Context: an optimization exercise on an open-source flow, tuned for small area, a short achievable clock period and few clock cycles. The choices shown serve that exercise and are no tape-out recipe.
Where RTL was checked, it was by simulation tests only, not by an equivalence proof against the original.
No activity file was given, so power comes from the tool's default toggle rates.

Setup of alpha:
==> flow/design.v (excerpt) <==
module usb_audio_unpack_volume (
  input  wire logic               clk,
  input  wire logic               rst_n,
  input  wire logic               in_valid,
  output logic                    in_stall,
  input  wire logic [7:0]         in_data_byte,
  input  wire logic               in_last_byte,
  output logic                    out_valid,
  input  wire logic               out_stall,
  output logic signed [31:0]      out_left_sample,
  output logic signed [31:0]      out_right_sample,
  output logic                    out_last_frame,
  input  wire logic               cfg_wr_en,
  input  wire logic [1:0]         cfg_index,
  input  wire logic [15:0]        cfg_data
);
Size: about 2,800 cells after synthesis, about 390 flip-flops, ~99 I/O pins, ~27,000 um2 of cells after synthesis.
export LEC_CHECK = 0
export CAP_MARGIN = 20
export CORE_MARGIN = 2
export CORE_UTILIZATION = 40
export CTS_BUF_LIST = sky130_fd_sc_hd__clkbuf_8
export CTS_CLUSTER_SIZE = 30
export SETUP_SLACK_MARGIN = 5
export SLEW_MARGIN = 20
create_clock -name core_clock -period 10.0 [get_ports {clk}]
standard.sh (not shown) runs the stock make flow with config.mk's settings and CLKGATE_MAP_FILE= SYNTH_SCRIPT=/design/flow/synth_recipe.tcl, a recipe that flattens the netlist after the stock synthesis.
==> flow/flow/run.sh <==
#!/bin/bash
set -euo pipefail
bash standard.sh SETUP_SLACK_MARGIN=6.5 "BUFFER_PORTS_ARGS=-buffer_cell sky130_fd_sc_hd__buf_1" finish > standard_make.log 2>&1
Testbench counts of alpha, summed over its fixed seeds: cycles 19,044.
## Diff of input files: beta against alpha
diff --git a/flow/design.v b/flow/design.v
--- a/flow/design.v
+++ b/flow/design.v
@@ -861,31 +861,31 @@
                                       input logic n3, input logic first,
                                       input logic [11:0] d, input uavol_pkg::gain_t g);
     logic [39:0] sh, ch, u0, u1, u2, u3, s1a, c1a, s1b, c1b, s2, c2, so, co;
     logic [9:0]  low;
     logic [1:0]  c8;
     low = {2'b0, s[7:0]} + {2'b0, c[7:0]} + {3'b0, n3, 6'b0};
     c8  = first ? 2'b0 : low[9:8];
     sh  = first ? 40'h0080000000 : {8'b0, s[39:8]};
     ch  = first ? 40'h0 : {8'b0, c[39:8]};
     u0  = {8'b01010101, urow(d[2:0], g)};
-    u1  = {6'b0, urow(d[5:3], g), c8[1], d[2]};
+    u1  = {6'b0, urow(d[5:3], g), 1'b0, d[2]};
     u2  = {4'b0, urow(d[8:6], g), 1'b0, d[5], 2'b0};
     u3  = {2'b0, urow(d[11:9], g), 1'b0, d[8], 4'b0};
     s1a = u0 ^ u1 ^ u2;
-    c1a = {(u0[38:0] & u1[38:0] | u0[38:0] & u2[38:0] | u1[38:0] & u2[38:0]), c8[0]};
+    c1a = {(u0[38:0] & u1[38:0] | u0[38:0] & u2[38:0] | u1[38:0] & u2[38:0]), 1'b0};
     s1b = u3 ^ sh ^ ch;
-    c1b = {(u3[38:0] & sh[38:0] | u3[38:0] & ch[38:0] | sh[38:0] & ch[38:0]), 1'b0};
+    c1b = {(u3[38:0] & sh[38:0] | u3[38:0] & ch[38:0] | sh[38:0] & ch[38:0]), c8[0]};
     s2  = s1a ^ c1a ^ s1b;
-    c2  = {(s1a[38:0] & c1a[38:0] | s1a[38:0] & s1b[38:0] | c1a[38:0] & s1b[38:0]), 1'b0};
+    c2  = {(s1a[38:0] & c1a[38:0] | s1a[38:0] & s1b[38:0] | c1a[38:0] & s1b[38:0]), c8[1]};
     so  = s2 ^ c2 ^ c1b;
-    co  = {(s2[38:0] & c2[38:0] | s2[38:0] & c1b[38:0] | c2[38:0] & c1b[38:0]), 1'b0};
+    co  = {(s2[38:0] & c2[38:0] | s2[38:0] & c1b[38:0] | c2[38:0] & c1b[38:0]), c8[1]};
     mac = {so, co};
   endfunction
   logic [39:0] sum_r, car_r;        
   logic        n3_r;
   logic        pend_l_r, pend_r_r;   
   logic [31:0] out_right_r;
   logic [36:0] result;
   assign result = sum_r[36:0] + car_r[36:0] + {30'd0, n3_r, 6'd0};
   logic last_pos;     
   logic boundary;     
--- outcome ---
- Routed wire in beta totals less than in alpha.
- The quantity of gates resized following cts in alpha is 0.844 times that in beta.
- | power consumption | beta vs alpha | 0.16 mW higher |
- Diff alpha -> beta: combinational share of power went down 1.2 points; synthesized instance count has increased; worst hold slack roughly the same; largest driver fanout on the critical path fell 28.
- Re clock network fraction of total power: alpha was lower than beta.
- For the switching share of total power, beta came in 1.3 points lower than alpha did.
- Taking alpha as the reference point, the post-layout instance count excluding filler cells of beta rises by 2.2%.
- Summary — distinct cell type count after synthesis, beta relative to alpha: higher, by 11%.
- [diff] shortest clock period the worst path allows after layout, beta relative to alpha: improvement
No functional check of the RTL was part of beta.

## afterwards: timing with drivers on the ports
In the flow no input, the clock included, has a driving cell. The finished layouts below were timed again as built, in two steps.
Step 1: set_driving_cell puts a clkbuf_16 on clk and a buf_2 on each other input, an assumption about the parent block.
Step 2 times the ports against the registers' clock, not the clock port: input delays grow and output delays shrink by t, the midpoint of the rising clock arrivals with the driver on.
a / b / c = no drivers / after step 1 / after step 2; a / b = the first two.
| run | shift t [ns] | setup WS [ns] | worst setup path at the end | latest minus earliest clock arrival (ns) |
|---|---|---|---|---|
| alpha | 0.729 | 6.588 / 6.622 / 5.893 | input to register | 0.046 / 0.046 |
| beta | 0.730 | 6.598 / 6.598 / 6.044 | input to register | 0.053 / 0.052 |
After both steps every run listed still meets setup and hold. The setup slack of alpha, which loses most, moves by +0.034 ns with the drivers and by -0.695 ns with both steps.
